Context: an optimization exercise on an open-source flow, tuned for small area and a short achievable clock period. The choices shown serve that exercise and are no tape-out recipe. In this exercise RTL edits were held to simulation tests only and were not proved equivalent to the original. Power and IR drop assume default switching activity.

===== design/flow/design.v =====
package wasm_pkg;
    localparam int addr_w       = 12;
    localparam int window_bytes = 8;
    localparam int func_max     = 16;
    localparam int stack_depth  = 8;
    localparam int func_idx_w   = $clog2(func_max);
    localparam int ret_ptr_w    = $clog2(stack_depth) + 1;
    localparam logic [63:0] wasm_magic_version = 64'h0000_0001_6d73_6100;
    localparam logic [7:0] sec_type  = 8'h01;
    localparam logic [7:0] sec_start = 8'h08;
    localparam logic [7:0] sec_code  = 8'h0a;
    localparam logic [7:0] op_unreachable = 8'h00;
    localparam logic [7:0] op_nop         = 8'h01;
    localparam logic [7:0] op_end         = 8'h0b;
    localparam logic [7:0] op_call        = 8'h10;
    localparam logic [7:0] op_drop        = 8'h1a;
    localparam logic [7:0] op_local_get   = 8'h20;
    localparam logic [7:0] op_local_set   = 8'h21;
    localparam logic [7:0] op_local_tee   = 8'h22;
    localparam logic [7:0] op_i32_const   = 8'h41;
    localparam logic [7:0] op_i32_eqz     = 8'h45;
    localparam logic [7:0] op_i32_eq      = 8'h46;
    localparam logic [7:0] op_i32_ne      = 8'h47;
    localparam logic [7:0] op_i32_lt_s    = 8'h48;
    localparam logic [7:0] op_i32_lt_u    = 8'h49;
    localparam logic [7:0] op_i32_gt_s    = 8'h4a;
    localparam logic [7:0] op_i32_gt_u    = 8'h4b;
    localparam logic [7:0] op_i32_le_s    = 8'h4c;
    localparam logic [7:0] op_i32_le_u    = 8'h4d;
    localparam logic [7:0] op_i32_ge_s    = 8'h4e;
    localparam logic [7:0] op_i32_ge_u    = 8'h4f;
    localparam logic [7:0] op_i32_add     = 8'h6a;
    localparam logic [7:0] op_i32_sub     = 8'h6b;
    localparam logic [7:0] op_i32_and     = 8'h71;
    localparam logic [7:0] op_i32_or      = 8'h72;
    localparam logic [7:0] op_i32_shl     = 8'h74;
    localparam logic [7:0] op_i32_shr_s   = 8'h75;
    localparam logic [7:0] op_i32_shr_u   = 8'h76;
    localparam logic [7:0] op_i32_rotl    = 8'h77;
    localparam logic [7:0] op_i32_rotr    = 8'h78;
    typedef enum logic [4:0] {
        alu_add  = 5'd0,
        alu_sub  = 5'd1,
        alu_and  = 5'd2,
        alu_or   = 5'd3,
        alu_eqz  = 5'd5,  
        alu_eq   = 5'd6,
        alu_lt_u = 5'd7,
        alu_gt_u = 5'd8,
        alu_le_u = 5'd9,
        alu_ge_u = 5'd10,
        alu_lt_s = 5'd11,
        alu_gt_s = 5'd12,
        alu_le_s = 5'd13,
        alu_ge_s = 5'd14,
        alu_ne   = 5'd15,
        alu_shl  = 5'd16,
        alu_shrs = 5'd17,
        alu_shru = 5'd18,
        alu_rotl = 5'd19,
        alu_rotr = 5'd20
    } alu_op_e;
    typedef enum logic [1:0] {
        src_alu   = 2'b00,
        src_imm   = 2'b10,
        src_local = 2'b11
    } push_src_e;
    typedef struct packed {
        logic       push_num;
        logic [3:0] pop_num;
        push_src_e  push_src;
        alu_op_e    alu_op;
    } stack_ctrl_t;
    typedef struct packed {
        logic [3:0] param_num;
        logic       result_num;
    } sig_t;
    typedef struct packed {
        logic [addr_w-1:0] entry_addr;
        logic [7:0]        local_size;
    } func_entry_t;
    typedef struct packed {
        sig_t              sig;
        logic [7:0]        local_size;
        logic [addr_w-1:0] ret_addr;
    } call_frame_t;
endpackage
`timescale 1ns/1ns
import wasm_pkg::*;
module entry_table #(
    parameter int width = 5
) (
    input  logic                  clk,
    input  logic                  wr_en,
    input  logic [func_idx_w-1:0] wr_idx,
    input  logic [width-1:0]      wr_data,
    input  logic [func_idx_w-1:0] rd_idx,
    output logic [width-1:0]      rd_data
);
    logic [width-1:0] mem [func_max];
    always_ff @(posedge clk) begin
        if (wr_en) begin
            mem[wr_idx] <= wr_data;
        end
    end
    logic [width-1:0] grp [func_max/4];
    always_comb begin
        rd_data = '0;
        for (int g = 0; g < func_max / 4; g++) begin
            case (rd_idx[1:0])
                2'd0:    grp[g] = mem[4*g];
                2'd1:    grp[g] = mem[4*g+1];
                2'd2:    grp[g] = mem[4*g+2];
                default: grp[g] = mem[4*g+3];
            endcase
            rd_data = rd_data | (grp[g] & {width{rd_idx[3:2] == 2'(g)}});
        end
    end
endmodule
`timescale 1ns/1ns
import wasm_pkg::*;
module opcode_decode (
    input  logic [7:0]            opcode,
    output wasm_pkg::stack_ctrl_t ctrl,
    output logic                  has_leb  
);
    always_comb begin
        ctrl    = '0;
        has_leb = 1'b0;
        case (opcode)
            op_drop: ctrl.pop_num = 4'd1;
            op_i32_eqz: begin
                ctrl.pop_num  = 4'd1;
                ctrl.push_num = 1'b1;
                ctrl.alu_op   = alu_eqz;
            end
            op_i32_const: begin
                ctrl.push_num = 1'b1;
                ctrl.push_src = src_imm;
                has_leb       = 1'b1;
            end
            op_local_get: begin
                ctrl.push_num = 1'b1;
                ctrl.push_src = src_local;
                has_leb       = 1'b1;
            end
            op_local_set: begin
                ctrl.pop_num = 4'd1;
                has_leb      = 1'b1;
            end
            op_local_tee: has_leb = 1'b1;
            op_i32_eq:    begin ctrl.pop_num = 4'd2; ctrl.push_num = 1'b1; ctrl.alu_op = alu_eq;   end
            op_i32_ne:    begin ctrl.pop_num = 4'd2; ctrl.push_num = 1'b1; ctrl.alu_op = alu_ne;   end
            op_i32_lt_s:  begin ctrl.pop_num = 4'd2; ctrl.push_num = 1'b1; ctrl.alu_op = alu_lt_s; end
            op_i32_lt_u:  begin ctrl.pop_num = 4'd2; ctrl.push_num = 1'b1; ctrl.alu_op = alu_lt_u; end
            op_i32_gt_s:  begin ctrl.pop_num = 4'd2; ctrl.push_num = 1'b1; ctrl.alu_op = alu_gt_s; end
            op_i32_gt_u:  begin ctrl.pop_num = 4'd2; ctrl.push_num = 1'b1; ctrl.alu_op = alu_gt_u; end
            op_i32_le_s:  begin ctrl.pop_num = 4'd2; ctrl.push_num = 1'b1; ctrl.alu_op = alu_le_s; end
            op_i32_le_u:  begin ctrl.pop_num = 4'd2; ctrl.push_num = 1'b1; ctrl.alu_op = alu_le_u; end
            op_i32_ge_s:  begin ctrl.pop_num = 4'd2; ctrl.push_num = 1'b1; ctrl.alu_op = alu_ge_s; end
            op_i32_ge_u:  begin ctrl.pop_num = 4'd2; ctrl.push_num = 1'b1; ctrl.alu_op = alu_ge_u; end
            op_i32_add:   begin ctrl.pop_num = 4'd2; ctrl.push_num = 1'b1; ctrl.alu_op = alu_add;  end
            op_i32_sub:   begin ctrl.pop_num = 4'd2; ctrl.push_num = 1'b1; ctrl.alu_op = alu_sub;  end
            op_i32_and:   begin ctrl.pop_num = 4'd2; ctrl.push_num = 1'b1; ctrl.alu_op = alu_and;  end
            op_i32_or:    begin ctrl.pop_num = 4'd2; ctrl.push_num = 1'b1; ctrl.alu_op = alu_or;   end
            op_i32_shl:   begin ctrl.pop_num = 4'd2; ctrl.push_num = 1'b1; ctrl.alu_op = alu_shl;  end
            op_i32_shr_s: begin ctrl.pop_num = 4'd2; ctrl.push_num = 1'b1; ctrl.alu_op = alu_shrs; end
            op_i32_shr_u: begin ctrl.pop_num = 4'd2; ctrl.push_num = 1'b1; ctrl.alu_op = alu_shru; end
            op_i32_rotl:  begin ctrl.pop_num = 4'd2; ctrl.push_num = 1'b1; ctrl.alu_op = alu_rotl; end
            op_i32_rotr:  begin ctrl.pop_num = 4'd2; ctrl.push_num = 1'b1; ctrl.alu_op = alu_rotr; end
            default: ;
        endcase
    end
endmodule
`timescale 1ns/1ns
import wasm_pkg::*;
module return_stack (
    input  logic              clk,
    input  logic              rst_n,
    input  logic              push,
    input  logic [addr_w-1:0] push_addr,
    input  logic              pop,
    output logic [addr_w-1:0] top_addr,
    output logic              last_frame
);
    logic [addr_w-1:0]    stk [stack_depth];
    logic [ret_ptr_w-1:0] depth;
    always_ff @(posedge clk or negedge rst_n) begin
        if (!rst_n) begin
            depth <= '0;
        end else if (push) begin
            depth <= depth + 1'b1;
        end else if (pop) begin
            depth <= depth - 1'b1;
        end
    end
    always_ff @(posedge clk) begin
        if (push) begin
            stk[depth[ret_ptr_w-2:0]] <= push_addr;
        end
    end
    logic [ret_ptr_w-2:0] top;
    logic [addr_w-1:0]    half [2];
    assign top = (ret_ptr_w-1)'(depth - 1'b1);
    always_comb begin
        top_addr = '0;
        for (int h = 0; h < 2; h++) begin
            case (top[1:0])
                2'd0:    half[h] = stk[4*h];
                2'd1:    half[h] = stk[4*h+1];
                2'd2:    half[h] = stk[4*h+2];
                default: half[h] = stk[4*h+3];
            endcase
            top_addr = top_addr | (half[h] & {addr_w{top[2] == 1'(h)}});
        end
    end
    assign last_frame = (depth == ret_ptr_w'(1));  
endmodule
`timescale 1ns/1ns
import wasm_pkg::*;
module wasm_ctrl_top (
    input  logic                      clk,
    input  logic                      rst_n,
    input  logic [addr_w-1:0]         read_pointer,
    input  logic [window_bytes*8-1:0] window,
    output logic [7:0]                advance,
    output logic                      jump_en,
    output logic [addr_w-1:0]         jump_addr,
    output logic [11:0]               stack_ctrl,  
    output logic [31:0]               imm,
    output logic                      call_en,
    output logic [24:0]               call_frame,  
    output logic                      ret_en,
    output logic                      finish,
    output logic                      instr_error
);
    logic s_header, s_sec_head, s_skip;
    logic s_size_t, s_size_s, s_size_c, s_vec_t, s_vec_s, s_vec_c;
    logic s_par, s_res, s_code_len, s_code_decl, s_loc, s_run;
    logic s_leb;  
    logic                  finish_q;
    logic                  error_q;
    logic [func_idx_w-1:0] vec_cnt;
    logic [func_idx_w-1:0] vec_last;
    logic [func_idx_w-1:0] start_idx;
    logic [func_idx_w:0]   sig_hwm;    
    logic [addr_w-1:0]     body_end;
    logic [7:0]            decl_left;
    logic                  locals_done;  
    logic [7:0]            local_acc;
    logic [7:0] b0, b1;
    assign b0 = window[7:0];
    assign b1 = window[15:8];
    logic        c0, c01, c012, c0123;
    logic [2:0]  hd_cnt;      
    logic [2:0]  hd_cnt_p1;   
    logic [11:0] hd_val;
    assign c0    = window[7];
    assign c01   = c0 & window[15];
    assign c012  = c01 & window[23];
    assign c0123 = c012 & window[31];
    assign hd_cnt    = {c012, c0 & !c012, !c0 | (c01 & !c012) | c0123};
    assign hd_cnt_p1 = {c01, !c01 | c0123, (c0 & !c01) | (c012 & !c0123)};
    assign hd_val    = {c0 ? b1[4:0] : 5'd0, b0[6:0]};
    logic       d1, d12, d123, d1234;
    logic [2:0] op_len;      
    assign d1    = window[15];
    assign d12   = d1 & window[23];
    assign d123  = d12 & window[31];
    assign d1234 = d123 & window[39];
    assign op_len = {d12, !d12 | d1234, (d1 & !d12) | (d123 & !d1234)};
    assign imm = {d1234 ? window[43:40] : 4'd0,
                  d123  ? window[38:32] : 7'd0,
                  d12   ? window[30:24] : 7'd0,
                  d1    ? window[22:16] : 7'd0,
                  window[14:8]};
    logic [11:0] leb_end;  
    assign leb_end = read_pointer + hd_val + {9'd0, hd_cnt};
    logic [7:0] opcode;
    assign opcode = b0;
    logic       op_is_call, op_is_end, op_is_unr, op_has_leb;
    wasm_pkg::stack_ctrl_t dec_ctrl;
    assign op_is_call = (opcode == op_call);
    assign op_is_end  = (opcode == op_end);
    assign op_is_unr  = (opcode == op_unreachable);
    opcode_decode u_dec (.opcode(opcode), .ctrl(dec_ctrl), .has_leb(op_has_leb));
    logic magic, vec_at_last;
    assign magic       = (window == wasm_magic_version);
    assign vec_at_last = (vec_cnt == vec_last);
    logic [func_idx_w-1:0] rd_idx;
    assign rd_idx = s_run ? window[11:8] : start_idx;
    function automatic logic gt4(input logic [3:0] a, input logic [3:0] b);  
        gt4 = (a[3] & !b[3]) |
              (!(a[3] ^ b[3]) & a[2] & !b[2]) |
              (!(a[3] ^ b[3]) & !(a[2] ^ b[2]) & a[1] & !b[1]) |
              (!(a[3] ^ b[3]) & !(a[2] ^ b[2]) & !(a[1] ^ b[1]) & a[0] & !b[0]);
    endfunction
    logic [4:0]  sig_rd;
    logic [19:0] ent_rd;
    logic        sig_ok, ent_ok;
    assign ent_ok = !gt4(rd_idx, vec_last);
    assign sig_ok = sig_hwm[func_idx_w] | gt4(sig_hwm[func_idx_w-1:0], rd_idx);
    entry_table #(.width(4)) par_tab (
        .clk, .wr_en(s_par), .wr_idx(vec_cnt), .wr_data(window[11:8]),
        .rd_idx, .rd_data(sig_rd[4:1])
    );
    entry_table #(.width(1)) res_tab (
        .clk, .wr_en(s_res), .wr_idx(vec_cnt), .wr_data(window[0]),
        .rd_idx, .rd_data(sig_rd[0])
    );
    entry_table #(.width(20)) ent_tab (
        .clk, .wr_en(s_loc & locals_done), .wr_idx(vec_cnt), .wr_data({read_pointer, local_acc}),
        .rd_idx, .rd_data(ent_rd)
    );
    logic [addr_w-1:0] ret_top;
    logic              ret_last;
    logic [addr_w-1:0] ret_sum, ret_addr;
    logic [3:0] ret_lo;
    logic [8:0] rp_hi_inc;
    assign ret_lo    = {1'b0, read_pointer[2:0]} + {1'b0, op_len};
    assign rp_hi_inc = read_pointer[11:3] + 9'd1;
    assign ret_sum   = {(rp_hi_inc & {9{ret_lo[3]}}) | (read_pointer[11:3] & {9{!ret_lo[3]}}),
                        ret_lo[2:0]};
    assign ret_addr = s_run ? ret_sum : '0;  
    return_stack u_ret (
        .clk, .rst_n, .push(call_en), .push_addr(ret_addr), .pop(ret_en),
        .top_addr(ret_top), .last_frame(ret_last)
    );
    logic launch, bypass;
    assign launch = s_loc & locals_done & vec_at_last;
    assign bypass = (start_idx == vec_cnt);
    always_comb begin
        advance = 8'd0;
        if (s_leb)                advance = {5'd0, hd_cnt};
        if (s_loc)                advance = {5'd0, hd_cnt_p1};
        if (s_sec_head)           advance = 8'd1;
        if (s_header && magic)    advance = 8'd8;
        if (s_par)                advance = b1 + 8'd2;
        if (s_res)                advance = b0 + 8'd1;
        if (s_run)                advance = op_has_leb ? {5'd0, op_len} : 8'd1;
    end
    assign jump_en = s_skip | (s_loc & locals_done) | (s_run & (op_is_call | (op_is_end & !ret_last)));
    assign call_en = launch | (s_run & op_is_call);
    assign ret_en  = s_run & op_is_end & !ret_last;
    logic [addr_w-1:0] ent_addr;
    assign ent_addr = ent_ok ? ent_rd[19:8] : '0;
    always_comb begin
        if (s_skip)                      jump_addr = leb_end;
        else if (s_loc && !vec_at_last)  jump_addr = body_end;
        else if (s_loc && bypass)        jump_addr = read_pointer;
        else if (s_run && !window[4])    jump_addr = ret_top;  
        else                             jump_addr = ent_addr;
    end
    logic [7:0] frame_ls;
    assign frame_ls = (s_loc && bypass) ? local_acc : (ent_ok ? ent_rd[7:0] : 8'd0);
    assign call_frame = {sig_ok ? sig_rd : 5'd0, frame_ls, ret_addr};
    assign stack_ctrl  = s_run ? dec_ctrl : '0;
    assign finish      = finish_q;
    assign instr_error = error_q;
    logic known_t, known_s, known_c;
    assign known_t = (b0 == sec_type);
    assign known_s = (b0 == sec_start);
    assign known_c = (b0 == sec_code);
    logic n_size_t, n_size_s, n_size_c, n_vec_t, n_vec_s, n_vec_c, n_code_len, n_code_decl;
    assign n_size_t    = s_sec_head & known_t;
    assign n_size_s    = s_sec_head & known_s;
    assign n_size_c    = s_sec_head & known_c;
    assign n_vec_t     = s_size_t;
    assign n_vec_s     = s_size_s;
    assign n_vec_c     = s_size_c;
    assign n_code_len  = s_vec_c | (s_loc & locals_done & !vec_at_last);
    assign n_code_decl = s_code_len;
    always_ff @(posedge clk or negedge rst_n) begin
        if (!rst_n) begin
            s_header    <= 1'b1;
            s_sec_head  <= 1'b0;
            s_skip      <= 1'b0;
            s_size_t    <= 1'b0;
            s_size_s    <= 1'b0;
            s_size_c    <= 1'b0;
            s_vec_t     <= 1'b0;
            s_vec_s     <= 1'b0;
            s_vec_c     <= 1'b0;
            s_par       <= 1'b0;
            s_res       <= 1'b0;
            s_code_len  <= 1'b0;
            s_code_decl <= 1'b0;
            s_loc       <= 1'b0;
            s_run       <= 1'b0;
            s_leb       <= 1'b0;
            finish_q    <= 1'b0;
            error_q     <= 1'b0;
            start_idx   <= '0;
            sig_hwm     <= '0;
        end else begin
            s_header    <= 1'b0;
            s_sec_head  <= (s_header & magic) | s_skip | s_vec_s | (s_res & vec_at_last);
            s_skip      <= s_sec_head & !(known_t | known_s | known_c);
            s_size_t    <= n_size_t;
            s_size_s    <= n_size_s;
            s_size_c    <= n_size_c;
            s_vec_t     <= n_vec_t;
            s_vec_s     <= n_vec_s;
            s_vec_c     <= n_vec_c;
            s_par       <= s_vec_t | (s_res & !vec_at_last);
            s_res       <= s_par;
            s_code_len  <= n_code_len;
            s_code_decl <= n_code_decl;
            s_loc       <= s_code_decl | (s_loc & !locals_done);
            s_run       <= launch | (s_run & !op_is_unr & !(op_is_end & ret_last));
            s_leb       <= n_size_t | n_size_s | n_size_c | n_vec_t | n_vec_s | n_vec_c |
                           n_code_len | n_code_decl;
            if (s_header && !magic) error_q <= 1'b1;
            if (s_run && op_is_unr) begin
                error_q  <= 1'b1;
                finish_q <= 1'b1;
            end
            if (s_run && op_is_end && ret_last) finish_q <= 1'b1;
            if (s_vec_s) start_idx <= b0[3:0];
            if (s_res && {1'b0, vec_cnt} == sig_hwm) sig_hwm <= sig_hwm + 1'b1;
        end
    end
    always_ff @(posedge clk) begin
        if (s_vec_t || s_vec_s || s_vec_c) begin
            vec_cnt  <= '0;
            vec_last <= b0[3:0] - 4'd1;
        end else if (s_res || (s_loc && locals_done)) begin
            vec_cnt <= vec_cnt + 1'b1;
        end
        if (s_code_len) begin
            body_end  <= leb_end;
            local_acc <= '0;
        end else if (s_loc && !locals_done) begin
            local_acc <= local_acc + hd_val[7:0];
        end
        if (s_code_decl) begin
            decl_left   <= hd_val[7:0];
            locals_done <= (hd_val[7:0] == 8'd0);
        end else if (s_loc && !locals_done) begin
            decl_left   <= decl_left - 8'd1;
            locals_done <= (decl_left == 8'd1);
        end
    end
endmodule

===== design/flow/flow/run.sh =====
#!/bin/bash
# Layout flow: the standard synthesis, except that the technology mapping of the
# combinational logic uses ABC's area-oriented mapping (map -a) instead of the default
# delay-first mapping; registers are mapped exactly as in the standard synthesis. Then the standard flow's
# standard layout from floorplan on, with the port buffers made of plain buffers instead of the
# delay-cell buffers buffer_ports picks by default. Each tool logs to its own file here.
set -euo pipefail
rm -rf synth_scripts
cp -r "$FLOW_HOME/scripts" synth_scripts
cp flow/abc_area.script synth_scripts/abc_area.script
SCRIPTS_DIR="$PWD/synth_scripts" bash standard.sh synth > standard_synth.log 2>&1
export BUFFER_PORTS_ARGS="-buffer_cell sky130_fd_sc_hd__buf_2"
bash standard.sh > standard_flow.log 2>&1

===== design/flow/flow/abc_area.script =====
strash
dch
map -D 1150
topo
stime -c
buffer -c
upsize -c
dnsize -c

===== design/flow/standard.sh =====
#!/bin/bash
# synth_recipe.tcl (not shown) runs the flow's synth.tcl, then flattens the netlist and writes it again
# the make line also repeats each setting of config.mk as NAME=value (left out here)
make -C /OpenROAD-flow-scripts/flow DESIGN_CONFIG=/design/flow/config.mk WORK_HOME=/design/flow/orfs CLKGATE_MAP_FILE= SYNTH_SCRIPT=/design/flow/synth_recipe.tcl "${@:-finish}"

===== design/flow/config.mk =====
export PLATFORM = sky130hd
export DESIGN_NAME = wasm_ctrl_top
export DESIGN_NICKNAME = wasm_ctrl_top
export VERILOG_FILES = /design/flow/design.v
export SDC_FILE = /design/flow/constraint.sdc
export NUM_CORES = 4
export LEC_CHECK = 0
export ABC_AREA = 1
export CAP_MARGIN = 20
export CORE_MARGIN = 2
export CORE_UTILIZATION = 60
export CTS_BUF_LIST = sky130_fd_sc_hd__clkbuf_8
export CTS_CLUSTER_DIAMETER = 50
export CTS_CLUSTER_SIZE = 12
export GPL_ROUTABILITY_DRIVEN = 0
export SETUP_SLACK_MARGIN = 2.25
export SLEW_MARGIN = 20

===== design/flow/constraint.sdc =====
create_clock -name core_clock -period 8.0 [get_ports {clk}]
set_input_delay 1.6000 -clock core_clock [delete_from_list [all_inputs] [get_ports {clk}]]
set_output_delay 1.6000 -clock core_clock [all_outputs]
set_load 0.01 [all_outputs]

==> results of run 1 <==
## cell usage in the layout (no fill, tap or decap), types with 8 or more instances in the layout
cell                       netlist  routed
sky130_fd_sc_hd__buf_2          27     166
sky130_fd_sc_hd__clkbuf_8        0      56
sky130_fd_sc_hd__edfxtp_1      521     521
sky130_fd_sc_hd__clkinv_1        8       9
sky130_fd_sc_hd__a22oi_1       109     107
sky130_fd_sc_hd__o21ai_1         6      10
sky130_fd_sc_hd__inv_2           2       8
sky130_fd_sc_hd__o221ai_1       19      19
sky130_fd_sc_hd__nor2_2          5      17
sky130_fd_sc_hd__dfrtp_1        30      30
sky130_fd_sc_hd__a31oi_1        37      33
sky130_fd_sc_hd__ha_1           50      47
sky130_fd_sc_hd__nor2_1        173     149
sky130_fd_sc_hd__a221oi_1       20      20
sky130_fd_sc_hd__nand2_1       305     301
sky130_fd_sc_hd__xor2_1         21      19
sky130_fd_sc_hd__nor4_1         16      15
sky130_fd_sc_hd__o21ai_0       111     106
sky130_fd_sc_hd__nand4_1        28      28
sky130_fd_sc_hd__a21oi_1       129     121
sky130_fd_sc_hd__buf_4          12      73
sky130_fd_sc_hd__nor2_4          1      17
sky130_fd_sc_hd__dfxtp_1        12      12
sky130_fd_sc_hd__nand3_1       103     101
sky130_fd_sc_hd__a22o_1         24      24
sky130_fd_sc_hd__inv_1         143     141
sky130_fd_sc_hd__nor3_1         29      21
## metrics by stage
| step | std cells | hold WS (ns) | utilization |
|---|---|---|---|
| 6_report | 2837 | 0.3832 | 0.6857 |
| 5_1_grt | 2837 | 0.3870 | 0.6857 |
| 4_1_cts | 2820 | 0.3782 | 0.6755 |
| 3_5_place_dp | 2734 | 0.3649 | 0.6456 |
| 3_3_place_gp | 2734 | 0.3579 | 0.6456 |
| 2_1_floorplan | 2071 | 0.3540 | - |
## layer usage
metal | vias to the layer above | track usage | wire length [µm]
met5 | - | 0 | 0
met3 | 177 | 0.05492 | 7647
met1 | 8864 | 0.4694 | 28760
met4 | 0 | 0.1241 | 2829
met2 | 1079 | 0.5282 | 34330
li1 | 8055 | - | -
## cells by family after synthesis
family	after synthesis
and+or+nand+nor	676
DFF	564
AOI/OAI and AO/OA	497
buffers and inverters	248
adders and majority gates	56
xor gates and xnor gates	27
other	1
## state kept, by name (all words and copies together), names as in the netlist, 5 cells and up
register,flops
decl_left,8
local_acc,8
sig_hwm,5
ent_tab.mem,320
body_end,12
u_ret.stk,96
par_tab.mem,64
res_tab.mem,16
## critical path, cell delays in order
cell and delay, ns:
sky130_fd_sc_hd__buf_2 0.13, sky130_fd_sc_hd__inv_2 0.13, sky130_fd_sc_hd__nor2_4 0.09, sky130_fd_sc_hd__nand2_4 0.09, sky130_fd_sc_hd__o211ai_1 0.17, sky130_fd_sc_hd__fa_2 0.41, sky130_fd_sc_hd__ha_4 0.18, sky130_fd_sc_hd__buf_4 0.13
sky130_fd_sc_hd__nand3_2 0.05, sky130_fd_sc_hd__nand2_2 0.06, sky130_fd_sc_hd__a21oi_2 0.14, sky130_fd_sc_hd__o21ai_2 0.09, sky130_fd_sc_hd__a31oi_2 0.18, sky130_fd_sc_hd__buf_4 0.16, sky130_fd_sc_hd__xor2_2 0.16, sky130_fd_sc_hd__nor2_1 0.05
sky130_fd_sc_hd__a31oi_1 0.25, sky130_fd_sc_hd__buf_2 0.20
## power breakdown
part	internal, mW	leakage (nW)	total, mW	switching, mW
registers	3.41	5.18	3.52	0.113
logic	0.594	4.54	1.85	1.26
clock network	0.700	0.484	1.65	0.949
## path summary, 6_finish.rpt
kind | to | slack (ns) | cells after the start
worst max-delay path | jump_addr[8] | 2.13 | 18
worst min-delay path | s_vec_s | 0.38 | 0
worst max register to register | u_ret.depth[3] | 4.52 | 11
worst min register to register | s_vec_s | 0.38 | 0
max in group asynchronous | s_skip | 6.46 | 1
min in group asynchronous | u_ret.depth[1] | 1.00 | 1
## area by class of cell
type                       count  area share
sequential                   564      0.5951
multi-input combinational   1263      0.2694
timing repair buffer         253     0.05800
clock buffer                  56     0.02753
tap                          532     0.02377
inverter                     153     0.02140
clock inverter                15    0.004469
timing repair inverter         1   0.0003128
## repair_timing
| action | 4_1_cts | 5_1_grt |
|---|---|---|
| endpoints found under the setup margin | 38 | 25 |
| pin swaps | 14 | 26 |
| resized for setup | 50 | 63 |
| gates cloned | 5 | 3 |
| buffers inserted | 10 | 14 |
==> flow_metrics.py, run 1 <==
metrics = {
    "layout": {
        "num-nets-final": 2425,
        "syn2layout_area_growth_pct": 12.87,
        "num-fill-cells": 2973,
        "final_area_um2": 28000,
        "drive_gt1_frac": 0.1844,
        "flip_flop_and_latch_area_um2": 16660,
        "multi_input_comb_area_um2": 7543,
        "antenna_cells_inserted": 0,
    },
    "placed_design": {
        "hpwlAfterDp_mm": 45.32,
        "post-place-ws_ns": 1.472,
        "dpl_cell_area_um2": 26360,
        "io_buffer_count": 169,
    },
    "yosys": {
        "synth_seq_cells": 564,
        "synth_top_family_by_area": "compound AO/OA/AOI/OAI gates",
        "synth_top_area_cell": "sky130_fd_sc_hd__edfxtp_1",
        "post_synth_fa_ha_maj_area_fraction": 0.03006,
        "synth_mux_area_frac": 0,
        "synthMostInstantiatedCell": "sky130_fd_sc_hd__edfxtp_1",
        "yosys_warnings": 10,
        "synth_simple_gate_area_frac": 0.1166,
        "synth_largest_type_area_fraction": 0.6307,
        "ys_types": 59,
        "synthesis.instances": 2069,
        "synth-seq-area-share": 0.6717,
        "synth_enable_flop_cells": 521,
        "synth.avg_cell_area_um2": 11.99,
        "synth.cells.most_frequent": "sky130_fd_sc_hd__edfxtp_1 (521), sky130_fd_sc_hd__nand2_1 (305), sky130_fd_sc_hd__nor2_1 (173)",
        "yosys-top-cells-area": "sky130_fd_sc_hd__edfxtp_1 (63%), sky130_fd_sc_hd__nand2_1 (4.6%), sky130_fd_sc_hd__a22oi_1 (3.3%), sky130_fd_sc_hd__dfrtp_1 (3.0%), sky130_fd_sc_hd__nor2_1 (2.6%)",
        "synthFlopType": "sky130_fd_sc_hd__edfxtp_1",
        "postSynth.asyncResetShare": 0.05496,
        "synth_compound_area_frac": 0.1292,
        "netlist_area_um2": 24810,
        "synth_xor_xnor_area_share": 0.009533,
    },
    "min_path": {
        "hold_start": "s_size_s",
        "hold_path_class": "reg -> reg",
    },
    "clocking": {
        "cts_num_sinks": 564,
        "clk_path_buf_depth": 3,
        "cts.clk_slew.worst_paths_ns": 0.08,
        "cts.htree.levels": 2,
        "clk_latency_ns": 0.67,
        "cts_tree": "built",
        "cts-buffers-inserted": 55,
        "cts_hold_repair.buffers": 0,
        "cts_root_buffer": "sky130_fd_sc_hd__clkbuf_8",
    },
    "floorplanning": {
        "die_h_um": 207.3,
        "core_um2": 40830,
        "boundaryPins": 172,
        "die_w_um": 207.3,
        "num_rows": 74,
        "start_util": 0.6075,
        "die_area_um2": 42990,
    },
    "critical_path": {
        "regToRegStartpoint": "vec_cnt[2]",
        "timing.critical_path.required_ns": 6.40,
        "arrival_time_worst_endpoint_ns": 4.27,
        "timing.critical_path.from_type": "primary input",
        "timing.critical_path.to_type": "primary output",
        "worstSetupPathType": "in -> out",
        "max_fanout_on_critical_path": 5,
        "startpoint": "window[23]",
    },
    "sta": {
        "maxClockFrequency_ghz": 0.1703,
        "post-route-period-util": 0.7341,
        "setup_total_negative_slack_ns": 0,
        "rsz0062_at_grt": "yes",
        "finalCriticalPeriod_ns": 5.873,
        "post-route-worst-setup-slack_ns": 2.127,
        "finalSetupViolations": 0,
        "tightestPinTransition_ns": 1.014,
        "final_max_slew_viol_count": 0,
        "fin_worst_skew_ns": 0.03726,
        "max_slew_margin": 0.3200,
        "hold_violations": 0,
    },
    "global_routing": {
        "first_global_vias": 17510,
        "grt_antenna_before_repair": 0,
        "grt_usage": 0.3331,
        "grt_first_pass_wirelength_mm": 107.4,
        "grt_max_degree": 45,
        "gr-total-overflow": 0,
    },
    "drt": {
        "drt_wl_total_mm": 73.56,
        "detailroute.via_count": 18180,
        "wl_per_cell_um": 25.93,
        "total_drc_errors_in_the_routed_layout": 0,
        "detail_route.vias_per_cell": 6.406,
        "drtIter0Drc": 2240,
        "antenna_violating_nets_left": 0,
        "detailedRoute.firstPassIterationCount": 7,
    },
    "pwr": {
        "power.static_leakage_nw": 10.20,
        "finalPower_mw": 7.021,
        "powerDensity_nw_per_um2": 250.8,
        "vdd_drop_max_uv": 205.4,
    },
    "job": {
        "max_cap_violations": 0,
    },
    "outcome": {
        "status": "finished clean",
    },
}
==> run 2: changes to the inputs <==
==> design/flow/flow/abc_area.script (replaced) <==
strash
dch
map -D 1100
topo
stime -c
buffer -c
upsize -c
dnsize -c
--- a/design/flow/config.mk
+++ b/design/flow/config.mk
@@ -14,4 +14,4 @@
 export CTS_CLUSTER_SIZE = 12
 export GPL_ROUTABILITY_DRIVEN = 0
-export SETUP_SLACK_MARGIN = 2.25
+export SETUP_SLACK_MARGIN = 2.5
 export SLEW_MARGIN = 20
==> flow_metrics.py, run 2 <==
metrics = {
    "layout": {
        "num-nets-final": 2507,
        "final-instance-count-excl-fill": 2930,
        "finalCoreUtilization": 0.7039,
        "largest_register_ff_count": 320,
        "drive_gt1_frac": 0.2174,
        "most_common_library_cell_in_the_layout_ignoring_fill_and_taps": "sky130_fd_sc_hd__edfxtp_1",
        "registers.top_by_ff_count": "ent_tab.mem",
        "layout.cells.most_common_list": "sky130_fd_sc_hd__edfxtp_1 (521), sky130_fd_sc_hd__nand2_1 (327), sky130_fd_sc_hd__buf_2 (159)",
        "syn2layout_area_growth_pct": 15.69,
    },
    "yosys": {
        "synth_enable_flop_cells": 521,
        "yosys-top-cells-area": "sky130_fd_sc_hd__edfxtp_1 (63%), sky130_fd_sc_hd__nand2_1 (5.1%), sky130_fd_sc_hd__a22oi_1 (3.0%), sky130_fd_sc_hd__dfrtp_1 (3.0%), sky130_fd_sc_hd__nor2_1 (2.7%)",
        "synthMostInstantiatedCell": "sky130_fd_sc_hd__edfxtp_1",
        "synth.cells.most_frequent": "sky130_fd_sc_hd__edfxtp_1 (521), sky130_fd_sc_hd__nand2_1 (336), sky130_fd_sc_hd__nor2_1 (181)",
        "synthFlopType": "sky130_fd_sc_hd__edfxtp_1",
        "postSynth.asyncResetShare": 0.05496,
        "ys_types": 60,
        "synth_largest_type_area_fraction": 0.6283,
        "yosys_warnings": 10,
        "synth_seq_cells": 564,
        "synth-seq-area-share": 0.6692,
        "synth.avg_cell_area_um2": 11.84,
        "synthesis.instances": 2103,
        "synth_top_area_cell": "sky130_fd_sc_hd__edfxtp_1",
        "netlist_area_um2": 24900,
    },
    "sta": {
        "maxClockFrequency_ghz": 0.1714,
        "setup_total_negative_slack_ns": 0,
        "max_slew_margin": 0.2891,
        "hold_violations": 0,
        "tightestPinTransition_ns": 1.059,
        "post-route-period-util": 0.7295,
        "fin_worst_skew_ns": 0.02347,
        "rsz0062_at_grt": "yes",
        "final_max_slew_viol_count": 0,
        "finalCriticalPeriod_ns": 5.836,
        "finalSetupViolations": 0,
        "hold_slack_final_ns": 0.3752,
    },
    "global_routing": {
        "grt_first_pass_wirelength_mm": 108.9,
        "grt_max_degree": 51,
        "grt_antenna_before_repair": 2,
        "gr-total-overflow": 0,
        "grt_usage": 0.3375,
        "first_global_vias": 17850,
    },
    "floorplanning": {
        "die_h_um": 207.7,
        "num_rows": 74,
        "die_area_um2": 43140,
        "core_um2": 40920,
        "start_util": 0.6084,
        "die_w_um": 207.7,
        "boundaryPins": 172,
    },
    "clocking": {
        "cts-buffers-inserted": 55,
        "cts_num_sinks": 564,
        "cts.clk_slew.worst_paths_ns": 0.07,
        "clk_path_buf_depth": 3,
        "cts_root_buffer": "sky130_fd_sc_hd__clkbuf_8",
        "cts.htree.levels": 2,
        "clk_latency_ns": 0.67,
        "cts_tree": "built",
    },
    "drt": {
        "detail_route.vias_per_cell": 6.365,
        "drtIter0Drc": 2242,
        "total_drc_errors_in_the_routed_layout": 0,
        "detailroute.via_count": 18650,
        "wl_per_cell_um": 25.38,
        "detailedRoute.firstPassIterationCount": 5,
        "antenna_violating_nets_left": 0,
        "drt_wl_total_mm": 74.36,
    },
    "pwr": {
        "p_seq_frac": 0.501,
        "comb_power_share": 0.267,
        "powerDensity_nw_per_um2": 245.7,
        "power.static_leakage_nw": 10.62,
        "power.switching_fraction": 0.3324,
        "p_int_mw": 4.726,
        "vdd_drop_max_uv": 209.8,
        "switchingPower_mw": 2.353,
        "share_clk_of_total_power": 0.232,
    },
    "job": {
        "max_cap_violations": 0,
    },
    "outcome": {
        "status": "finished clean",
    },
    "critical_path": {
        "arrival_time_worst_endpoint_ns": 4.24,
        "timing.critical_path.to_type": "primary output",
        "timing.critical_path.from_type": "primary input",
        "max_fanout_on_critical_path": 4,
        "worstSetupPathType": "in -> out",
        "timing.critical_path.required_ns": 6.40,
    },
    "placed_design": {
        "place.detailed.instances": 2766,
        "hpwlAfterDp_mm": 45.29,
        "io_buffer_count": 169,
    },
    "min_path": {
        "hold_path_class": "reg -> reg",
    },
}
-- run 2: cell types whose count changed in the layout (fill, tap and decap cells not counted), moves of 10 or more --
cell                       delta
sky130_fd_sc_hd__nand3_1     +12
sky130_fd_sc_hd__o211ai_1    +15
sky130_fd_sc_hd__o21ai_0     -21
sky130_fd_sc_hd__buf_4       +44
sky130_fd_sc_hd__nand2_1     +26
sky130_fd_sc_hd__a31oi_1     -10
sky130_fd_sc_hd__a21oi_1     -12
-- run 2: worst max-delay path, stage by stage --
cell                         delay (ns)
sky130_fd_sc_hd__buf_8             0.08
sky130_fd_sc_hd__clkinvlp_4        0.15
sky130_fd_sc_hd__buf_6             0.16
sky130_fd_sc_hd__nor2_4            0.11
sky130_fd_sc_hd__inv_2             0.06
sky130_fd_sc_hd__nor2_4            0.10
sky130_fd_sc_hd__fa_2              0.46
sky130_fd_sc_hd__ha_2              0.32
sky130_fd_sc_hd__nand2_1           0.09
sky130_fd_sc_hd__o21ai_0           0.27
sky130_fd_sc_hd__xor2_1            0.31
sky130_fd_sc_hd__nor2_1            0.10
sky130_fd_sc_hd__a31oi_2           0.25
sky130_fd_sc_hd__buf_2             0.19
-- run 2: what timing repair did --
action,CTS,global route
gates cloned,5,1
endpoints found under the setup margin,39,39
hold buffers,0,0
endpoints found under the hold margin,0,0
buffers inserted,29,47
gates resized for setup,127,73
pin swaps,33,43
-- run 2: layout make-up --
type / count / area [µm²]
Tap cell: 532 / 665.6
Clock inverter: 24 / 135.1
Multi-Input combinational cell: 1294 / 7896
Inverter: 158 / 640.6
Antenna cell: 1 / 2.502
Clock buffer: 57 / 784.5
Sequential cell: 564 / 16670
Timing Repair Buffer: 300 / 2016
Fill cell: 2968 / 12120
-- run 2: power by group through the flow --
stage | logic, mW | clock network, mW | registers [mW]
6_report | 1.89 | 1.64 | 3.55
5_1_grt | 2.03 | 1.76 | 3.56
4_1_cts | 1.77 | 1.66 | 3.54
3_5_place_dp | 1.64 | 0 | 3.61
3_3_place_gp | 1.61 | 0 | 3.60
2_1_floorplan | 1.03 | 0 | 3.57
-- run 2: kinds of logic after synthesis --
logic type               Yosys count  share of synthesized area
other                              1                  0.0001506
AND/OR/NAND/NOR                  727                     0.1240
AO/OA/AOI/OAI                    473                     0.1229
buffers and inverters            252                    0.04322
XOR/XNOR                          30                    0.01055
adder cells (fa/ha/maj)           56                    0.02995
flip-flops                       564                     0.6692
-- run 2: per-stage QoR --
stage / instance area (µm²) / setup slack, ns / total power [mW]
after detailed placement: 26400 / 1.619 / 5.244
after global routing: 28800 / 2.051 / 7.352
after CTS: 28180 / 2.222 / 6.967
final: 28810 / 2.164 / 7.078
after global placement: 26400 / 1.747 / 5.217
after floorplan: 24910 / 2.501 / 4.600
-- run 2: path summary, 6_finish.rpt --
kind	start	end	slack, ns	cells after the start
max in group asynchronous	rst_n	s_run	6.45	1
min in group asynchronous	rst_n	u_ret.depth[2]	0.98	1
worst max register to register	s_loc	ent_tab.mem[3][12]	4.85	5
worst min-delay path	s_size_t	s_vec_t	0.38	0
worst min register to register	s_size_t	s_vec_t	0.38	0
worst max-delay path	window[15]	jump_addr[4]	2.16	14
-- run 2: layer usage --
metal,up-vias,part of all wire,global-route usage
met5,-,0,0
met4,0,0.040,0.1191
met3,196,0.11,0.06188
met2,1200,0.46,0.5426
met1,9040,0.39,0.4676
li1,8214,-,-
==> run 3: changes to the inputs <==
==> design/flow/flow/run.sh (replaced) <==
#!/bin/bash
# Layout flow: the standard synthesis, then an area re-mapping of the combinational logic
# (OpenROAD restructure; registers are left as synthesis made them), then the standard
# layout from floorplan on, with the port buffers made of plain buffers instead of the
# delay-cell buffers buffer_ports picks by default. Each tool logs to its own file here.
set -euo pipefail
export BUFFER_PORTS_ARGS="-buffer_cell sky130_fd_sc_hd__buf_2"
bash standard.sh synth > standard_synth.log 2>&1
python3 flow/filter_lib.py "$FLOW_HOME/platforms/$FLOW_PLATFORM/lib/sky130_fd_sc_hd__tt_025C_1v80.lib" \
    abc_cells.lib > filter_lib.log 2>&1
openroad -no_init -exit flow/restructure.tcl > restructure.log 2>&1
bash standard.sh > standard_flow.log 2>&1
==> design/flow/flow/filter_lib.py (new file) <==
# Copy a liberty file without the cells the platform marks don't-use (lpflow_* and probe*),
# so that the area re-mapping below cannot pick them.
import re
import sys

src, dst = sys.argv[1], sys.argv[2]
text = open(src).read()
out = []
pos = 0
pat = re.compile(r'\n\s*cell\s*\(\s*"?([A-Za-z0-9_]+)"?\s*\)\s*\{')
for m in pat.finditer(text):
    if m.start() < pos:
        continue
    name = m.group(1)
    if 'lpflow' not in name and 'probe' not in name:
        continue
    depth = 0
    i = m.end() - 1
    while True:
        c = text[i]
        if c == '{':
            depth += 1
        elif c == '}':
            depth -= 1
            if depth == 0:
                break
        i += 1
    out.append(text[pos:m.start()])
    pos = i + 1
out.append(text[pos:])
open(dst, 'w').write(''.join(out))
==> design/flow/flow/restructure.tcl (new file) <==
# Re-map the synthesized combinational logic for area. Registers keep their names and cells.
set plat $::env(FLOW_HOME)/platforms/$::env(FLOW_PLATFORM)
set res orfs/results/$::env(FLOW_PLATFORM)/wasm_ctrl_top/base
read_lef $plat/lef/sky130_fd_sc_hd.tlef
read_lef $plat/lef/sky130_fd_sc_hd_merged.lef
read_liberty $plat/lib/sky130_fd_sc_hd__tt_025C_1v80.lib
read_db $res/1_synth.odb
read_sdc $res/1_synth.sdc
puts "area before [sta::format_area [rsz::design_area] 0]"
file mkdir rmp_work
restructure -target area -liberty_file abc_cells.lib \
    -tielo_port sky130_fd_sc_hd__conb_1/LO -tiehi_port sky130_fd_sc_hd__conb_1/HI \
    -work_dir rmp_work
puts "area after [sta::format_area [rsz::design_area] 0]"
write_db $res/1_synth.odb
--- a/design/flow/config.mk
+++ b/design/flow/config.mk
@@ -13,5 +13,4 @@
 export CTS_CLUSTER_DIAMETER = 50
 export CTS_CLUSTER_SIZE = 12
-export GPL_ROUTABILITY_DRIVEN = 0
-export SETUP_SLACK_MARGIN = 2.5
+export SETUP_SLACK_MARGIN = 2.25
 export SLEW_MARGIN = 20
removed: design/flow/flow/abc_area.script
==> flow_metrics.py, run 3 <==
metrics = {
    "sta": {
        "final_max_slew_viol_count": 0,
        "tightestPinTransition_ns": 1.085,
        "max_slew_margin": 0.2769,
        "maxClockFrequency_ghz": 0.1676,
        "rsz0062_at_grt": "yes",
        "finalCriticalPeriod_ns": 5.966,
        "fin_worst_skew_ns": 0.02737,
        "hold_violations": 0,
        "finalSetupViolations": 0,
        "post-route-period-util": 0.7458,
        "setup_total_negative_slack_ns": 0,
    },
    "clocking": {
        "cts_num_sinks": 563,
        "cts-buffers-inserted": 55,
        "cts_hold_repair.buffers": 0,
        "cts.htree.levels": 2,
        "cts.clk_slew.worst_paths_ns": 0.08,
        "cts_tree": "built",
        "clk_path_buf_depth": 3,
        "clk_latency_ns": 0.68,
        "cts_root_buffer": "sky130_fd_sc_hd__clkbuf_8",
    },
    "placed_design": {
        "hpwlAfterDp_mm": 41.57,
        "io_buffer_count": 149,
        "gp_congestion": 0.8973,
    },
    "layout": {
        "num-nets-final": 2122,
        "antenna_cells_inserted": 0,
        "most_common_library_cell_in_the_layout_ignoring_fill_and_taps": "sky130_fd_sc_hd__edfxtp_1",
        "largest_register_ff_count": 320,
        "drive_gt1_frac": 0.2530,
        "finalCoreUtilization": 0.7286,
        "num-fill-cells": 2610,
        "registers.top_by_ff_count": "ent_tab.mem",
        "syn2layout_area_growth_pct": 20.53,
        "layout.cells.most_common_list": "sky130_fd_sc_hd__edfxtp_1 (521), sky130_fd_sc_hd__nor2_1 (154), sky130_fd_sc_hd__buf_4 (134)",
    },
    "drt": {
        "detailedRoute.firstPassIterationCount": 6,
        "drt_wl_total_mm": 70.16,
        "detail_route.vias_per_cell": 6.769,
        "total_drc_errors_in_the_routed_layout": 0,
        "detailroute.via_count": 17550,
        "wl_per_cell_um": 27.06,
        "antenna_violating_nets_left": 0,
        "drtIter0Drc": 2301,
    },
    "critical_path": {
        "arrival_time_worst_endpoint_ns": 4.37,
        "timing.critical_path.required_ns": 6.40,
        "max_fanout_on_critical_path": 18,
        "worstSetupPathType": "in -> out",
        "timing.critical_path.from_type": "primary input",
        "timing.critical_path.to_type": "primary output",
    },
    "pwr": {
        "powerDensity_nw_per_um2": 181.7,
        "share_clk_of_total_power": 0.326,
        "vdd_drop_max_uv": 144.7,
        "p_int_mw": 3.982,
        "switchingPower_mw": 1.110,
        "comb_power_share": 0.046,
        "power.static_leakage_nw": 9.164,
        "p_seq_frac": 0.628,
        "power.switching_fraction": 0.2181,
    },
    "global_routing": {
        "grt_max_degree": 55,
        "grt_first_pass_wirelength_mm": 103.0,
        "grt_usage": 0.3434,
        "grt_antenna_before_repair": 1,
        "first_global_vias": 16680,
        "gr-total-overflow": 0,
    },
    "floorplanning": {
        "die_h_um": 200.9,
        "num_rows": 72,
        "core_um2": 38470,
        "start_util": 0.6045,
        "boundaryPins": 172,
        "die_w_um": 200.9,
        "die_area_um2": 40340,
    },
    "min_path": {
        "hold_path_class": "reg -> reg",
    },
    "yosys": {
        "yosys_warnings": 10,
        "synth.avg_cell_area_um2": 13.82,
        "netlist_area_um2": 23250,
        "synthesis.instances": 1683,
    },
    "job": {
        "max_cap_violations": 0,
    },
    "outcome": {
        "status": "finished clean",
    },
}
==> run 3: path summary, 6_finish.rpt <==
kind	from	slack, ns	depth (start not counted)	endpoint
hold / removal	s_size_c	0.36	0	s_vec_c
max in group asynchronous	rst_n	6.43	1	s_run
hold reg to reg	s_size_c	0.36	0	s_vec_c
min in group asynchronous	rst_n	0.99	1	s_res
setup / recovery	read_pointer[6]	2.03	13	jump_addr[11]
setup reg to reg	vec_cnt[2]	4.32	10	u_ret.stk[6][7]
==> run 3: final cells by class <==
class / count / area (µm²) / area share
clock buffer: 55 / 757.0 / 0.02701
inverter: 122 / 623.1 / 0.02223
timing repair inverter: 3 / 22.52 / 0.0008036
clock inverter: 33 / 209.0 / 0.007455
tap: 518 / 648.1 / 0.02312
sequential: 563 / 16640 / 0.5937
multi-input combinational: 994 / 6882 / 0.2455
timing repair buffer: 305 / 2246 / 0.08013
==> run 3: through the flow <==
stage	std cells	total power [mW]	setup slack, ns	hold slack (ns)	area, µm²
finish	2593	5.092	2.034	0.3617	28030
floorplan	1683	3.348	1.418	0.3540	23550
detailed placement	2403	3.438	0.9438	0.3625	25410
CTS	2564	5.088	2.080	0.3690	27530
global route	2593	5.231	1.933	0.3768	28030
global placement	2403	3.434	1.055	0.3602	25410
==> run 3: what timing repair did <==
action                                  4_1_cts  5_1_grt
pin swaps                                    35       22
resized for setup                           144       76
buffers inserted                             66       27
endpoints found under the setup margin       31       21
cloned                                        7        1
==> run 3: critical path, stage by stage <==
cell and delay, ns:
sky130_fd_sc_hd__clkbuf_4 0.25, sky130_fd_sc_hd__clkinv_2 0.17, sky130_fd_sc_hd__nor2_2 0.26, sky130_fd_sc_hd__clkinv_1 0.21, sky130_fd_sc_hd__o21ai_1 0.27, sky130_fd_sc_hd__nor2_1 0.10, sky130_fd_sc_hd__a21o_1 0.24, sky130_fd_sc_hd__nor4b_4 0.26
sky130_fd_sc_hd__nor3_2 0.11, sky130_fd_sc_hd__o32ai_2 0.32, sky130_fd_sc_hd__xnor2_1 0.13, sky130_fd_sc_hd__o22a_2 0.29, sky130_fd_sc_hd__buf_6 0.14
==> run 3: power groups by stage <==
stage	logic, mW	clock network, mW	registers (mW)
6_report	0.235	1.66	3.20
5_1_grt	0.248	1.78	3.20
4_1_cts	0.209	1.68	3.20
3_5_place_dp	0.172	0	3.27
3_3_place_gp	0.168	0	3.27
2_1_floorplan	0.0829	0	3.27
==> run 3: per-layer routing <==
layer  share of wire  track usage  wire [µm]  vias to the layer above
met5         0.00014            0         10                        -
met4           0.038       0.1415       2668                        2
met3            0.10      0.05244       7043                      194
met2            0.47       0.5392      33120                     1055
met1            0.39       0.4873      27310                     8733
li1                -            -          -                     7568
==> run 4: changes to the inputs <==
--- a/design/flow/config.mk
+++ b/design/flow/config.mk
@@ -13,4 +13,4 @@
 export CTS_CLUSTER_DIAMETER = 50
 export CTS_CLUSTER_SIZE = 12
-export SETUP_SLACK_MARGIN = 2.25
+export SETUP_SLACK_MARGIN = 2.6
 export SLEW_MARGIN = 20
==> flow_metrics.py, run 4 <==
metrics = {
    "global_routing": {
        "grt_usage": 0.3529,
        "grt_first_pass_wirelength_mm": 105.2,
        "grt_max_degree": 55,
        "first_global_vias": 16960,
        "grt_antenna_before_repair": 2,
        "gr-total-overflow": 0,
    },
    "critical_path": {
        "timing.critical_path.required_ns": 6.40,
        "worst_path_buf_inv": 9,
        "crit_slowest_cell": "sky130_fd_sc_hd__o21a_1",
        "worst_path_largest_cell_delay_ns": 0.24,
        "arrival_time_worst_endpoint_ns": 4.48,
        "cpMostUsedCell": "sky130_fd_sc_hd__nor2_4",
        "worstSetupPathType": "in -> out",
        "max_fanout_on_critical_path": 6,
        "timing.critical_path.from_type": "primary input",
        "timing.critical_path.to_type": "primary output",
        "critical_path.top_delay_family": "simple AND/OR/NAND/NOR gates",
    },
    "sta": {
        "rsz0062_at_grt": "yes",
        "setup_total_negative_slack_ns": 0,
        "tightestPinTransition_ns": 1.110,
        "finalSetupViolations": 0,
        "maxClockFrequency_ghz": 0.1646,
        "fin_worst_skew_ns": 0.04229,
        "hold_violations": 0,
        "post-route-period-util": 0.7596,
        "final_max_slew_viol_count": 0,
        "finalCriticalPeriod_ns": 6.077,
        "max_slew_margin": 0.2603,
    },
    "drt": {
        "antenna_violating_nets_left": 0,
        "drt_wl_total_mm": 73.59,
        "detail_route.vias_per_cell": 6.756,
        "detailedRoute.firstPassIterationCount": 9,
        "total_drc_errors_in_the_routed_layout": 0,
        "wl_per_cell_um": 27.77,
        "drtIter0Drc": 2224,
        "detailroute.via_count": 17900,
    },
    "pwr": {
        "powerDensity_nw_per_um2": 179.3,
        "power.static_leakage_nw": 9.609,
        "finalPower_mw": 5.172,
        "vdd_drop_max_uv": 178.4,
    },
    "clocking": {
        "cts_num_sinks": 563,
        "cts_hold_repair.buffers": 0,
        "clk_latency_ns": 0.69,
        "cts-buffers-inserted": 55,
        "cts_tree": "built",
        "cts.clk_slew.worst_paths_ns": 0.08,
        "cts_root_buffer": "sky130_fd_sc_hd__clkbuf_8",
        "cts.htree.levels": 2,
        "clk_path_buf_depth": 3,
    },
    "layout": {
        "num-fill-cells": 2518,
        "registers.top_by_ff_count": "ent_tab.mem",
        "num-nets-final": 2177,
        "multi_input_comb_area_um2": 6902,
        "flip_flop_and_latch_area_um2": 16640,
        "layout.cells.most_common_list": "sky130_fd_sc_hd__edfxtp_1 (521), sky130_fd_sc_hd__buf_4 (173), sky130_fd_sc_hd__nor2_1 (156)",
        "drive_gt1_frac": 0.2759,
        "largest_register_ff_count": 320,
        "most_common_library_cell_in_the_layout_ignoring_fill_and_taps": "sky130_fd_sc_hd__edfxtp_1",
        "syn2layout_area_growth_pct": 24.07,
    },
    "floorplanning": {
        "start_util": 0.6045,
        "core_um2": 38470,
        "num_rows": 72,
        "die_w_um": 200.9,
        "boundaryPins": 172,
        "die_area_um2": 40340,
        "die_h_um": 200.9,
    },
    "yosys": {
        "synthesis.instances": 1683,
        "yosys_warnings": 10,
        "synth.avg_cell_area_um2": 13.82,
        "netlist_area_um2": 23250,
    },
    "placed_design": {
        "gp_congestion": 0.8945,
        "hpwlAfterDp_mm": 41.41,
        "io_buffer_count": 149,
    },
    "min_path": {
        "hold_path_class": "reg -> reg",
    },
    "outcome": {
        "status": "finished clean",
    },
    "job": {
        "max_cap_violations": 0,
    },
}
==> run 4: layout make-up <==
| type | count | area share |
|---|---|---|
| Antenna cell | 1 | 0.00008674 |
| Sequential cell | 563 | 0.5768 |
| Clock inverter | 31 | 0.007850 |
| Multi-Input combinational cell | 995 | 0.2392 |
| Clock buffer | 58 | 0.02767 |
| Tap cell | 518 | 0.02247 |
| Timing Repair Buffer | 360 | 0.1031 |
| Timing Repair inverter | 2 | 0.0008674 |
| Inverter | 122 | 0.02194 |
==> run 4: stage by stage <==
| stage | hold WS, ns | utilization | std cells | instance area, µm² | worst slack (ns) |
|---|---|---|---|---|---|
| after floorplan | 0.3540 | - | 1683 | 23550 | 1.418 |
| after global placement | 0.3570 | 0.6600 | 2398 | 25390 | 0.9728 |
| after detailed placement | 0.3605 | 0.6606 | 2399 | 25410 | 0.9554 |
| after CTS | 0.3775 | 0.7340 | 2616 | 28230 | 2.067 |
| after global routing | 0.3930 | 0.7499 | 2649 | 28850 | 1.799 |
| final | 0.3773 | 0.7500 | 2650 | 28850 | 1.923 |
==> run 4: where the power goes <==
group	switching, mW	total [mW]	internal [mW]	leakage (nW)
clock network	0.958	1.72	0.767	0.602
registers	0.00359	3.20	3.20	4.92
logic	0.155	0.248	0.0929	4.09
==> run 4: worst paths after layout <==
path | startpoint | end | slack, ns | depth (start not counted)
setup reg to reg | vec_cnt[2] | u_ret.stk[6][3] | 4.18 | 10
max in group asynchronous | rst_n | s_run | 6.39 | 1
hold reg to reg | s_size_c | s_vec_c | 0.38 | 0
min in group asynchronous | rst_n | start_idx[0] | 1.01 | 1
setup / recovery | window[15] | call_frame[11] | 1.92 | 25
hold / removal | s_size_c | s_vec_c | 0.38 | 0
==> run 4: timing repair <==
| action | in CTS | in global routing |
|---|---|---|
| pin swaps | 49 | 47 |
| endpoints found under the setup margin | 35 | 42 |
| cloned | 12 | 7 |
| buffers inserted | 116 | 26 |
| gates resized for setup | 173 | 71 |
==> run 4: per-layer routing <==
| layer | up-vias | share of wire | GRT usage | wire length, µm |
|---|---|---|---|---|
| met2 | 1160 | 0.48 | 0.5643 | 35110 |
| met3 | 195 | 0.10 | 0.05211 | 7655 |
| met1 | 8869 | 0.38 | 0.4972 | 27970 |
| met5 | - | 0.00041 | 0 | 30 |
| met4 | 4 | 0.038 | 0.1344 | 2826 |
| li1 | 7676 | - | - | - |

afterwards: timing with drivers on the ports:
Ports are ideal in the flow. The routed layouts listed here were re-timed in OpenROAD.
Step 1, drivers: a clkbuf_16 drives clk and a buf_2 each remaining input, both assumed.
Step 2, shift: input delay + t, output delay - t, t = (earliest + latest rising clock arrival at the registers) / 2. This alone moves slack from input paths to output paths.
a / b / c = ideal / step 1 / step 2; a / b = the first two.
run	shift t [ns]	slack for setup (ns)	worst setup path after step 2	clock arrival spread, ns
run 1	0.698	2.127 / 2.074 / 2.074	input to output	0.037 / 0.037
run 2	0.708	2.164 / 2.108 / 2.108	input to output	0.024 / 0.024
run 3	0.722	2.034 / 2.003 / 2.003	input to output	0.032 / 0.033
run 4	0.722	1.923 / 1.835 / 1.835	input to output	0.047 / 0.047
After both steps setup and hold are still met in every run listed. For run 4, which loses most, drivers alone change the setup slack by -0.088 ns; drivers and shift together by -0.088 ns.
